Context: an optimization exercise on an open-source flow, tuned for small area, a short achievable clock period and few clock cycles per item. The choices shown serve that exercise and are no tape-out recipe. RTL that was checked went through simulation tests only; none was proved equivalent to the original.

==> quartz <==
// joystick_to_arm_joint_rates
module joystick_to_arm_joint_rates (
  input  logic                             clk,
  input  logic                             rst_n,
  input  logic                             in_tvalid,
  output logic                             in_tready,
  input  logic [jaj_pkg::IN_DATA_W-1:0]    in_tdata,
  output logic                             out_tvalid,
  input  logic                             out_tready,
  output logic [jaj_pkg::OUT_DATA_W-1:0]   out_tdata,
  input  logic                             cfg_we,
  input  logic [jaj_pkg::CFG_ADDR_W-1:0]   cfg_addr,
  input  logic [jaj_pkg::CFG_DATA_W-1:0]   cfg_wdata
);
Settings: LEC_CHECK=0, ABC_AREA=1, CAP_MARGIN=20, CORE_MARGIN=2, CORE_UTILIZATION=40, SLEW_MARGIN=20; clock period 6.0 ns.
run.sh (not shown) runs the stock make flow with config.mk's settings and CLKGATE_MAP_FILE= SYNTH_SCRIPT=/design/flow/synth_recipe.tcl, a recipe that flattens the netlist after the stock synthesis.
==> inputs of yarrow, as changes to quartz <==
--- a/flow/design.v
+++ b/flow/design.v
@@ -206,26 +206,26 @@
     else               lane[4] = tmag[15:0];
   end
   logic [7:0]        claw_pos_r, claw_pos_nxt;
   logic              latch_r, latch_nxt, claw_req, claw_lim;
   logic signed [8:0] cdiff, step;
   logic signed [9:0] up_tgt, dn_tgt, step_ext, pos_x;
   logic              up_ok, dn_ok;
   always_ff @(posedge clk) begin
-    step <= (cdiff + signed'({8'd0, cdiff[8]})) >>> 1;
+    step <= (cdiff + $signed({8'd0, cdiff[8]})) >>> 1;
   end
   always_comb begin
-    cdiff    = signed'({1'b0, claw_max_r}) - signed'({1'b0, claw_min_r});
+    cdiff    = $signed({1'b0, claw_max_r}) - $signed({1'b0, claw_min_r});
     step_ext = 10'(step);
-    pos_x    = signed'({2'b00, claw_pos_r});
+    pos_x    = $signed({2'b00, claw_pos_r});
     up_tgt   = pos_x + step_ext;
     dn_tgt   = pos_x - step_ext;
-    up_ok    = (up_tgt <= signed'({2'b00, claw_max_r})) && (up_tgt >= 0) && (up_tgt <= 255);
-    dn_ok    = (dn_tgt >= signed'({2'b00, claw_min_r})) && (dn_tgt >= 0) && (dn_tgt <= 255);
+    up_ok    = (up_tgt <= $signed({2'b00, claw_max_r})) && (up_tgt >= 0) && (up_tgt <= 255);
+    dn_ok    = (dn_tgt >= $signed({2'b00, claw_min_r})) && (dn_tgt >= 0) && (dn_tgt <= 255);
     claw_pos_nxt = claw_pos_r;
     latch_nxt    = latch_r;
     claw_req     = 1'b0;
     claw_lim     = 1'b0;
     if (bopen && !latch_r) begin
       latch_nxt = 1'b1;
       if (!up_ok) claw_lim = 1'b1;
       else if (step != 0) begin claw_pos_nxt = up_tgt[7:0]; claw_req = 1'b1; end
Settings changed: ABC_AREA 1 to default.
==> comparison table <==
| item | quartz | yarrow |
|---|---|---|
| Met2 layer usage reported by global route | 40.4% | 43.2% |
| R2R setup slack | 0.24 ns | -0.03 ns |
| Number of multi-input combinational cells | 6,535 | 7,631 |
| Row cnt | 158 | 165 |
| Half-perimeter wire length after detailed placement | 187 mm | 214 mm |
| CTS buffer count | 72 | 75 |
| Skew-Pair Late Insertion Delay | 0.73 ns | 0.74 ns |
| Horizontal die dimension | 435 um | 454 um |
| Final Instance Area | 83,800 um^2 | 99,000 um^2 |
| Proportion of cell area occupied by registers | 18.6% | 15.8% |
| Worst Path Arrival | 6.23 ns | 6.48 ns |
| Path length in cells of the critical path | 22 | 25 |
| Outcome | no timing/DRC/antenna violations | complete, but fails checks |
| Violated checks | - | setup timing |
| Global-route wire length before repair | 370 mm | 430 mm |
| Commonest non-fill, non-tap cell in the layout | sky130_fd_sc_hd__inv_1 | sky130_fd_sc_hd__nand2_1 |
Testbench counts of quartz, summed over its fixed seeds: cycles 8,251, items 8,000.
Only the layout flow was run in yarrow; the RTL was not checked for function there.

==> inputs of job 3229 <==
Another version of the RTL of joystick_to_arm_joint_rates (not shown whole).
export LEC_CHECK = 0
export ABC_AREA = 1
export CAP_MARGIN = 20
export CORE_MARGIN = 2
export CORE_UTILIZATION = 40
export SLEW_MARGIN = 20
create_clock -name core_clock -period 6.0 [get_ports {clk}]
==> job 3052 (differences from job 3229) <==
- SETUP_SLACK_MARGIN: default -> 0.4
- TNS_END_PERCENT: default -> 10
==> job 3516 (differences from job 3229) <==
- SETUP_SLACK_MARGIN: default -> 0.7
==> results.cfg <==
[status]
status = finished clean

[worst_setup_path]
critical_path.reg2reg.endpoint = out_r[26]
cp_num_cells = 22

[route]
wl_met1_um = 91200
dr_wl_met2_um = 103000
via_count = 60700

[sta]
fin_skew_ns = 0.0447

[grt]
grtUsageMet2_pct = 39.8

[cells_and_area]
final.clkbuf_count = 85
final-clk-cell-share_pct = 2.96

[place]
dpl_cell_area_um2 = 77100

[pwr]
Source of the figures above: job 3229

==> results.cfg <==
[sta]
fin_skew_ns = 0.0461

[clock_tree]
cts.sink_count = 542

[route]
dr_wl_met2_um = 104000
detail_route.drc_violations = 0
via_count = 61100
wl_met1_um = 91600

[yosys]
synth_edf_count = 402

[cells_and_area]
nNonClkInverters = 1519
final-clk-cell-share_pct = 2.89
num-multi-input-gates = 6112

[worst_setup_path]
critical_path.reg2reg.endpoint = out_r[61]

[grt]
grtUsageMet2_pct = 39.7

[status]
status = finished clean

[pwr]
Source of the figures above: job 3052

==> results.cfg <==
[route]
dr_wl_met2_um = 110000
via_count = 63300
wl_met1_um = 93200

[worst_setup_path]
crit_start = d_pay[40]
critical_path.reg2reg.endpoint = out_r[28]

[status]
status = finished clean

[grt]
grtUsageMet2_pct = 40.5

[cells_and_area]
final.clkbuf_count = 83
final-clk-cell-share_pct = 2.51

[sta]
fin_skew_ns = 0.0406
Source of the figures above: job 3516

Testbench counts of job 3229, summed over its fixed seeds: cycles 8,267, items 8,000.
Testbench counts of job 3052, summed over its fixed seeds: cycles 8,267, items 8,000.
Testbench counts of job 3516, summed over its fixed seeds: cycles 8,267, items 8,000.

[what the ideal ports hide]
The results above use ideal ports. As a check the final layouts listed here were re-extracted and re-timed, cells and wires unchanged.
Step 1 (the two cells are an assumption about what drives the block):
set clk [get_ports {clk}]
set_driving_cell -lib_cell sky130_fd_sc_hd__clkbuf_16 $clk
set_driving_cell -lib_cell sky130_fd_sc_hd__buf_2 [delete_from_list [all_inputs] $clk]
Step 2 moves the port delays by t, midway between the first and last clock arrival at a register: inputs arrive t later, outputs are due t later. That takes back most of the time a late clock gives input paths.
Slacks: ideal ports / drivers / drivers and shift; pairs: ideal ports / drivers.
| run | t (ns) | setup slack, ns | worst setup path at the end | worst register clock-pin slew, ns | worst data-port slew with drivers (ns) |
|---|---|---|---|---|---|
| quartz | 0.792 | 0.240 / 0.240 / 0.240 | register to register | 0.07 / 0.07 | 0.15 |
| yarrow | 0.797 | -0.033 / -0.033 / -0.033 | register to register | 0.08 / 0.08 | 0.18 |
| job 3229 | 0.797 | 0.278 / 0.278 / 0.278 | register to register | 0.07 / 0.07 | 0.05 |
| job 3052 | 0.799 | 0.476 / 0.476 / 0.476 | register to register | 0.08 / 0.08 | 0.05 |
| job 3516 | 0.764 | 0.565 / 0.565 / 0.565 | register to register | 0.08 / 0.08 | 0.08 |
